Background: an optimization exercise with open tools, aiming at small area, a short achievable clock period and few clock cycles per item. Do not read the settings as production practice.
For this run, only the layout was checked, not whether the RTL still works.
Power and IR drop assume default switching activity.

==> design.v <==
`timescale 1ns/1ps
module fp_prefix_add #(
    parameter int W = 28
) (
    input  logic [W-1:0] a,
    input  logic [W-1:0] b,
    input  logic         cin,
    output logic [W-1:0] s
);
    localparam int L = $clog2(W);
    logic [W-1:0] p, g, gg, gp;
    assign p = a ^ b;
    assign g = a & b;
    always_comb begin
        gg    = g;
        gp    = p;
        gg[0] = g[0] | (p[0] & cin);
        for (int l = 0; l < L; l++) begin
            for (int i = 0; i < W; i++) begin
                if (i[l]) begin
                    gg[i] = gg[i] | (gp[i] & gg[((i >> l) << l) - 1]);
                    gp[i] = gp[i] & gp[((i >> l) << l) - 1];
                end
            end
        end
    end
    assign s = p ^ {gg[W-2:0], cin};
endmodule
module fp_prefix_and #(
    parameter int W = 24
) (
    input  logic [W-1:0] a,
    output logic [W-1:0] y
);
    localparam int L = $clog2(W);
    always_comb begin
        y = a;
        for (int l = 0; l < L; l++) begin
            for (int i = 0; i < W; i++) begin
                if (i[l]) begin
                    y[i] = y[i] & y[((i >> l) << l) - 1];
                end
            end
        end
    end
endmodule
module fp_lzc32 (
    input  logic [31:0] a,
    output logic [4:0]  n
);
    logic [15:0] v1;
    logic [7:0]  v2;
    logic [3:0]  v3;
    logic [1:0]  v4;
    logic [15:0] z1;
    logic [15:0] z2;
    logic [11:0] z3;
    logic [7:0]  z4;
    always_comb begin
        for (int g = 0; g < 16; g++) begin
            v1[g] = a[2*g+1] | a[2*g];
            z1[g] = ~a[2*g+1];
        end
        for (int g = 0; g < 8; g++) begin
            v2[g]      = v1[2*g+1] | v1[2*g];
            z2[2*g+1]  = ~v1[2*g+1];
            z2[2*g]    = v1[2*g+1] ? z1[2*g+1] : z1[2*g];
        end
        for (int g = 0; g < 4; g++) begin
            v3[g]      = v2[2*g+1] | v2[2*g];
            z3[3*g+2]  = ~v2[2*g+1];
            z3[3*g+:2] = v2[2*g+1] ? z2[4*g+2+:2] : z2[4*g+:2];
        end
        for (int g = 0; g < 2; g++) begin
            v4[g]      = v3[2*g+1] | v3[2*g];
            z4[4*g+3]  = ~v3[2*g+1];
            z4[4*g+:3] = v3[2*g+1] ? z3[6*g+3+:3] : z3[6*g+:3];
        end
        n = v4[1] ? {1'b0, z4[7:4]} : {1'b1, z4[3:0]};
    end
endmodule
`timescale 1ns/1ps
module fp_add_stage1 (
    input  logic [31:0] a,
    input  logic [31:0] b,
    input  logic        op,
    output logic [24:0] x,         
    output logic [27:0] y,         
    output logic [7:0]  e,
    output logic        sub,
    output logic        s,
    output logic        inf,
    output logic        nan,
    output logic        zero       
);
    logic [7:0]  ea, eb;
    logic [22:0] fa, fb;
    logic        sa, sb;
    logic        za, zb;
    logic        maxa, maxb;
    logic        nan_a, nan_b, inf_a, inf_b;
    logic        a_lt;
    logic [8:0]  dab, dba;
    logic [7:0]  shift;
    logic [23:0] big_m;
    logic [23:0] small_m;
    logic [25:0] y_sh;
    logic        sticky;
    logic        far;
    logic        z_small;
    logic        kill;
    assign sa = a[31];
    assign sb = b[31] ^ op;
    assign ea = a[30:23];
    assign eb = b[30:23];
    assign fa = a[22:0];
    assign fb = b[22:0];
    assign za = (ea == 8'd0);
    assign zb = (eb == 8'd0);
    assign maxa  = (ea == 8'hFF);
    assign maxb  = (eb == 8'hFF);
    assign nan_a = maxa & (fa != 23'd0);
    assign nan_b = maxb & (fb != 23'd0);
    assign inf_a = maxa & (fa == 23'd0);
    assign inf_b = maxb & (fb == 23'd0);
    assign sub  = sa ^ sb;
    assign nan = nan_a | nan_b | (inf_a & inf_b & sub);
    assign inf = inf_a | inf_b;
    assign s   = inf ? (inf_a ? sa : sb) : (a_lt ? sb : sa);
    fp_prefix_add #(.W(9)) u_dab (
        .a   ({1'b0, ea}),
        .b   ({1'b1, ~eb}),
        .cin (1'b1),
        .s   (dab)
    );
    fp_prefix_add #(.W(9)) u_dba (
        .a   ({1'b0, eb}),
        .b   ({1'b1, ~ea}),
        .cin (1'b1),
        .s   (dba)
    );
    assign shift = dab[8] ? dba[7:0] : dab[7:0];
    assign a_lt  = dab[8] | ((dab[7:0] == 8'd0) & (fa < fb));
    assign zero    = za & zb;
    assign big_m   = {1'b1, a_lt ? fb : fa};
    assign small_m = {1'b1, a_lt ? fa : fb};
    assign z_small = a_lt ? za : zb;
    assign e       = a_lt ? eb : ea;
    logic [4:0] tz_a, tz_b, tz_s;
    logic [31:0] rev_a, rev_b;
    always_comb begin
        rev_a = '1;
        rev_b = '1;
        for (int j = 0; j < 23; j++) begin
            rev_a[31-j] = fa[j];
            rev_b[31-j] = fb[j];
        end
    end
    fp_lzc32 u_tz_a (.a(rev_a), .n(tz_a));
    fp_lzc32 u_tz_b (.a(rev_b), .n(tz_b));
    assign far  = shift[7:5] != 3'd0;
    assign tz_s = a_lt ? tz_a : tz_b;
    assign kill   = far | z_small;
    assign y_sh   = kill ? 26'd0 : ({small_m, 2'b00} >> shift[4:0]);
    assign sticky = ~z_small & (far | ({1'b0, shift[4:0]} > {1'b0, tz_s} + 6'd2));
    assign x = sub ? {big_m, 1'b0} : {1'b0, big_m};
    assign y = sub ? ~{y_sh, sticky, 1'b0} : {1'b0, y_sh, sticky};
endmodule
`timescale 1ns/1ps
module fp_add_stage2 (
    input  logic [24:0] x,
    input  logic [27:0] y,
    input  logic [7:0]  e,
    input  logic        sub,
    input  logic        s,
    input  logic        inf,
    input  logic        nan,
    input  logic        zero,
    output logic [31:0] result
);
    logic [27:0] sum;
    logic        top;              
    logic        rnd_t, rnd_u;     
    logic [24:0] ones;             
    logic [23:0] inc_t, inc_u;     
    logic        cy_t, cy_u;       
    logic [22:0] f_frac;
    logic        f_cy;
    logic [9:0]  f_exp;
    logic        f_ovf, f_unf;
    logic        near;
    logic [4:0]  lz;
    logic [25:0] n_sh;
    logic [9:0]  n_exp;
    fp_prefix_add #(.W(28)) u_add (
        .a   ({x, 3'b000}),
        .b   (y),
        .cin (sub),
        .s   (sum)
    );
    assign top   = sum[27];
    assign rnd_t = sum[3] & (sum[4] | sum[2] | sum[1] | sum[0]);
    assign rnd_u = sum[2] & (sum[3] | sum[1] | sum[0]);
    logic [23:0] ones4;            
    fp_prefix_and #(.W(24)) u_ones (
        .a (sum[27:4]),
        .y (ones4)
    );
    assign ones[0] = sum[3];
    assign ones[24:1] = ones4 & {24{sum[3]}};
    always_comb begin
        inc_t[0] = sum[4] ^ rnd_t;
        inc_u[0] = sum[3] ^ rnd_u;
        for (int k = 1; k < 24; k++) begin
            inc_t[k] = sum[k+4] ^ (rnd_t & ones4[k-1]);
            inc_u[k] = sum[k+3] ^ (rnd_u & ones[k-1]);
        end
    end
    assign cy_t = rnd_t & ones4[23];
    assign cy_u = rnd_u & ones[23];
    assign f_frac = top ? inc_t[22:0] : inc_u[22:0];
    assign f_cy   = top ? cy_t : cy_u;
    logic [9:0] eb0, eb1, eb2;
    logic [2:0] ov, un;
    assign eb0 = {2'b00, e} - {9'd0, sub};
    assign eb1 = eb0 + 10'd1;
    assign eb2 = eb0 + 10'd2;
    assign ov  = {eb2 >= 10'd255, eb1 >= 10'd255, eb0 >= 10'd255};
    assign un  = {eb2 == 10'd0, eb1 == 10'd0, (eb0 == 10'd0) | eb0[9]};
    always_comb begin
        case ({top, f_cy})
            2'b00:   begin f_exp = eb0; f_ovf = ov[0]; f_unf = un[0]; end
            2'b11:   begin f_exp = eb2; f_ovf = ov[2]; f_unf = un[2]; end
            default: begin f_exp = eb1; f_ovf = ov[1]; f_unf = un[1]; end
        endcase
    end
    assign near = ~(sum[27] | sum[26]);
    fp_lzc32 u_lz (.a({sum[25:0], 6'b111111}), .n(lz));
    assign n_sh  = sum[25:0] << lz;
    logic [9:0] em2;
    logic       n_unf;
    assign em2   = {2'b00, e} - 10'd2;
    fp_prefix_add #(.W(10)) u_nexp (
        .a   (em2),
        .b   ({5'h1F, ~lz}),
        .cin (1'b1),
        .s   (n_exp)
    );
    assign n_unf = em2[9] | ((em2[8:5] == 4'd0) & (em2[4:0] <= lz));
    always_comb begin
        if (nan) begin
            result = 32'hFFFF_FFFF;
        end else if (inf) begin
            result = {s, 8'hFF, 23'd0};
        end else if (zero) begin
            result = 32'd0;
        end else if (near) begin
            if (sum[25:0] == 26'd0) begin
                result = 32'd0;
            end else if (n_unf) begin
                result = {s, 31'd0};
            end else begin
                result = {s, n_exp[7:0], n_sh[24:2]};
            end
        end else if (f_ovf) begin
            result = {s, 8'hFF, 23'd0};
        end else if (f_unf) begin
            result = {s, 31'd0};
        end else begin
            result = {s, f_exp[7:0], f_frac};
        end
    end
endmodule
`timescale 1ns/1ps
module fp_add_top (
    input  logic        sys_clk,
    input  logic        sys_rst_n,
    input  logic [31:0] data1_in,
    input  logic [31:0] data2_in,
    input  logic        op,
    input  logic        trig,
    output logic [31:0] data_out,
    output logic        vld
);
    logic        busy;
    logic        accept;
    logic [24:0] x_d, x_q;         
    logic [27:0] y_d, y_q;         
    logic [7:0]  e_d, e_q;         
    logic        sub_d, sub_q;     
    logic        s_d, s_q;         
    logic        inf_d, inf_q;     
    logic        nan_d, nan_q;     
    logic        zero_d, zero_q;   
    logic [31:0] result;
    assign accept = trig & ~busy;
    fp_add_stage1 u_s1 (
        .a   (data1_in),
        .b   (data2_in),
        .op  (op),
        .x   (x_d),
        .y   (y_d),
        .e   (e_d),
        .sub (sub_d),
        .s   (s_d),
        .inf (inf_d),
        .nan (nan_d),
        .zero(zero_d)
    );
    always_ff @(posedge sys_clk) begin
        x_q   <= x_d;
        y_q   <= y_d;
        e_q   <= e_d;
        sub_q <= sub_d;
        s_q   <= s_d;
        inf_q <= inf_d;
        nan_q <= nan_d;
        zero_q <= zero_d;
    end
    fp_add_stage2 u_s2 (
        .x      (x_q),
        .y      (y_q),
        .e      (e_q),
        .sub    (sub_q),
        .s      (s_q),
        .inf    (inf_q),
        .nan    (nan_q),
        .zero   (zero_q),
        .result (result)
    );
    always_ff @(posedge sys_clk or negedge sys_rst_n) begin
        if (!sys_rst_n) begin
            busy     <= 1'b0;
            vld      <= 1'b0;
            data_out <= '0;
        end else begin
            busy <= accept;
            vld  <= busy;
            if (busy) begin
                data_out <= result;
            end
        end
    end
endmodule
==> flow/run.sh <==
#!/bin/bash
# Standard layout, with plain buffers on the ports instead of the delay
# cells the port buffering picks by default.
set -euo pipefail
bash standard.sh BUFFER_PORTS_ARGS="-buffer_cell sky130_fd_sc_hd__buf_1" finish > standard.log 2>&1
==> standard.sh <==
#!/bin/bash
# synth_recipe.tcl (not shown) runs the flow's synth.tcl, then flattens the netlist and writes it again
# the make line also repeats each setting of config.mk as NAME=value (left out here)
make -C /OpenROAD-flow-scripts/flow DESIGN_CONFIG=/design/flow/config.mk WORK_HOME=/design/flow/orfs CLKGATE_MAP_FILE= SYNTH_SCRIPT=/design/flow/synth_recipe.tcl "${@:-finish}"
==> config.mk <==
export PLATFORM = sky130hd
export DESIGN_NAME = fp_add_top
export DESIGN_NICKNAME = fp_add_top
export VERILOG_FILES = /design/flow/design.v
export SDC_FILE = /design/flow/constraint.sdc
export NUM_CORES = 4
export LEC_CHECK = 0
export ABC_AREA = 1
export CAP_MARGIN = 20
export CORE_MARGIN = 2
export CORE_UTILIZATION = 40
export SETUP_SLACK_MARGIN = 1.5
export SLEW_MARGIN = 20
==> constraint.sdc <==
create_clock -name core_clock -period 6.0 [get_ports {sys_clk}]
set_input_delay 1.2000 -clock core_clock [delete_from_list [all_inputs] [get_ports {sys_clk}]]
set_output_delay 1.2000 -clock core_clock [all_outputs]
set_load 0.01 [all_outputs]
==> impl_metrics.yaml <==
status:
  status: "finished clean"
clocking:
  cts.htree.levels: 3
  clockBufferDepth: 2
  cts_root_buf: "clkbuf_16"
  numClockSinks: 99
  cts_hold_buf: 0
  clk-insertion-delay-late_ns: 0.37
  path_clk_slew_ns: 0.07
  numCtsBuffers: 9
  cts_tree: "done"
die:
  die_area_um2: 33400
  core_um2: 31500
  io-pin-count: 101
  die_x_um: 183
  die_h_um: 183
  rows: 65
  initial_core_util_pct: 40.6
min_path:
  hold_path_depth: 2
  worstHoldStart: "s_q"
  hold_path_class: "reg2reg"
  hold_end: "data_out[31]"
placed_design:
  gp_congestion: 0.959
  pre_cts_slack_ns: 0.313
  io_buffer_count: 100
  place_hpwl_um: 37500
global_routing:
  antenna_found_initial: 0
  grt_pass1_wl_um: 74800
  gr-total-overflow: 0
  grt_max_degree: 83
  grt.total_usage_pct: 28.3
  grt_pass1_vias: 14200
critical_path:
  cp_common_cell: "nand2_1"
  critPathMaxFanout: 6
  required_ns: 6.27
  cpPeakStageDelay_ns: 0.43
  r2r_slack_ns: 1.55
  reg2reg_from: "y_q[7]"
  path_class: "in2reg"
  worst_r2r_path_depth: 30
  end_kind: "register"
  start_kind: "input pin"
  worstPathArrival_ns: 4.83
  r2r-end: "data_out[30]"
  critical_path.slowest_cell: "fa_1"
sta:
  fin_crit_sh_pct: 76.0
  setup_slack_ns: 1.44
  clock_skew_ns: 0.0147
  rsz0062_at_grt: "yes"
  layout_min_cycle_time_ns: 4.56
  worst_pin_slew_ns: 0.910
  hold_violations: 0
  drv_slew: 0
  final-setup-viol-count: 0
  max_slew_margin_pct: 38.8
  fmax_mhz: 219
  fin_setup_tns_ns: 0
detailed_routing:
  route.met2.wl_um: 21500
  wl_met3_um: 3250
  viasPerCell: 5.57
  drc: 0
  wl_met1_um: 22200
  firstDrtPassIters: 7
  top_layer: "met4"
  wl_per_cell_um: 17.4
  ant_nets: 0
  drt-initial-drc-count: 1579
  num_vias: 15500
  drt-total-wl_um: 48400
logic_synthesis:
  syn-num-nets: 2373
  postSynthAreaPerCell_um2: 5.78
  synth-seq-cells: 99
  synth_area_um2: 12800
  synth_ff_type: "dfxtp_1"
  ys.warnings.count: 8
  async_flop_share_pct: 34.3
  yosysSeqAreaShare_pct: 16.9
  syn-instance-count: 2208
  synth-edff-count: 0
  synthDistinctLibCells: 59
pwr:
  power.density_nw_per_um2: 496
  p_total_mw: 7.85
  power.switching_mw: 4.49
  p_sw_share_pct: 57.2
  clkPwrFrac_pct: 7.8
  seq_power_share_pct: 12.9
  irDropWorstVdd_v: 0.000198
  p_comb_share_pct: 79.3
  p_leak_nw: 7.72
  p_int_mw: 3.36
cells_and_area:
  drive_above_1_share_pct: 18.0
  final_cell_mix: "nand2_1, nand3_1, inv_1"
  nNetsFinal: 2541
  area_growth_pct: 24.1
  n_antenna_cell: 0
  final_common_cell: "nand2_1"
job:
  maxCapViolCount: 0
layout make-up:
class                      instances  area, um2
inverter                         262       1020
multi-input combinational       1768      10200
clock inverter                     3       25.0
fill                            3302      15600
tap                              402        503
sequential                        99       2180
clock buffer                      13        292
timing repair buffer             236       1590
worst max path at each step:
stage / start / slack [ns] / cells after the start / end
2_1_floorplan: data1_in[23] / 1.12 / 29 / y_q[1]
3_3_place_gp: data1_in[23] / 0.47 / 22 / y_q[17]
3_5_place_dp: data1_in[23] / 0.31 / 22 / y_q[17]
4_1_cts: data1_in[23] / 1.41 / 28 / y_q[1]
5_1_grt: data1_in[23] / 1.16 / 28 / y_q[1]
6_report: data1_in[23] / 1.44 / 28 / y_q[1]
registers in the layout, indices dropped and copies added (netlist names):
signal and count:
y_q 28, x_q 25, inf_q 1, e_q 8, s_q 1, data_out 32
vld 1, nan_q 1, busy 1, zero_q 1
Yosys cell counts (all sizes together), types with 29 or more instances:
cell,count,area (um2)
clkbuf,60,225
inv,255,962
nor2,180,769
nand2,681,2640
nor3,30,189
dfxtp,65,1300
nand3,335,1690
a21oi,108,548
dfrtp,34,851
o21ai,181,936
nand4,29,196
ha,85,1060
per-layer routing:
layer / up-vias / track usage, %
met4: 0 / 9.87
li1: 7627 / -
met1: 7151 / 39.8
met5: - / 0
met2: 621 / 43.9
met3: 99 / 4.39
power groups by stage:
stage | Combinational [mW] | Sequential (mW) | Clock, mW
final | 6.23 | 1.01 | 0.613
after floorplan | 3.73 | 1.01 | 0
after CTS | 5.59 | 0.998 | 0.622
after global routing | 6.83 | 1.03 | 0.648
after detailed placement | 5.23 | 0.993 | 0
after global placement | 5.23 | 0.993 | 0
stage by stage:
stage	hold WS (ns)	cells	cell area [um2]	util, %
2_1_floorplan	0.352	2208	13000	-
3_3_place_gp	0.504	2663	13700	43.5
3_5_place_dp	0.500	2663	13700	43.5
4_1_cts	0.509	2728	14800	47.1
5_1_grt	0.524	2783	15800	50.3
6_report	0.491	2783	15800	50.3
repair_timing:
action | 4_1_cts | 5_1_grt
resized for setup | 103 | 166
pin swaps | 56 | 89
setup endpoints to repair | 62 | 58
setup buffers | 48 | 52
gates cloned | 1 | 3
worst max-delay path: cells and delay by family:
| kind | cells | cell delay [ns] |
|---|---|---|
| compound gates | 4 | 0.53 |
| xor+xnor | 1 | 0.12 |
| fa+ha+maj | 5 | 1.39 |
| buf+inv | 4 | 0.25 |
| simple gates | 14 | 1.34 |
cell families after synthesis:
family | after synthesis | share of synthesized area, %
flops | 99 | 16.9
fa+ha+maj | 97 | 10.2
xor+xnor | 41 | 2.87
buf+inv | 341 | 10.6
simple gates | 1282 | 44.3
compound gates | 348 | 15.2

what the ideal ports hide:
The flow's constraints put no driver on any port. The routed layout listed below was extracted and timed again, unchanged, in two steps.
Step 1 (the two cells are an assumption about what drives the block):
set clk [get_ports {sys_clk}]
set_driving_cell -lib_cell sky130_fd_sc_hd__clkbuf_16 $clk
set_driving_cell -lib_cell sky130_fd_sc_hd__buf_2 [delete_from_list [all_inputs] $clk]
Step 2, shift: input delay + t, output delay - t, t = (earliest + latest rising clock arrival at the registers) / 2. This alone moves slack from input paths to output paths.
Slacks: ideal / step 1 / step 2; pairs: ideal / step 1.
shift t [ns]: 0.420
setup slack, ns: 1.439 / 1.420 / 0.999
worst register clock-pin slew, ns: 0.08 / 0.08
After both steps this run still meets setup and hold. For this run, drivers alone change the setup slack by -0.019 ns; drivers and shift together by -0.440 ns.
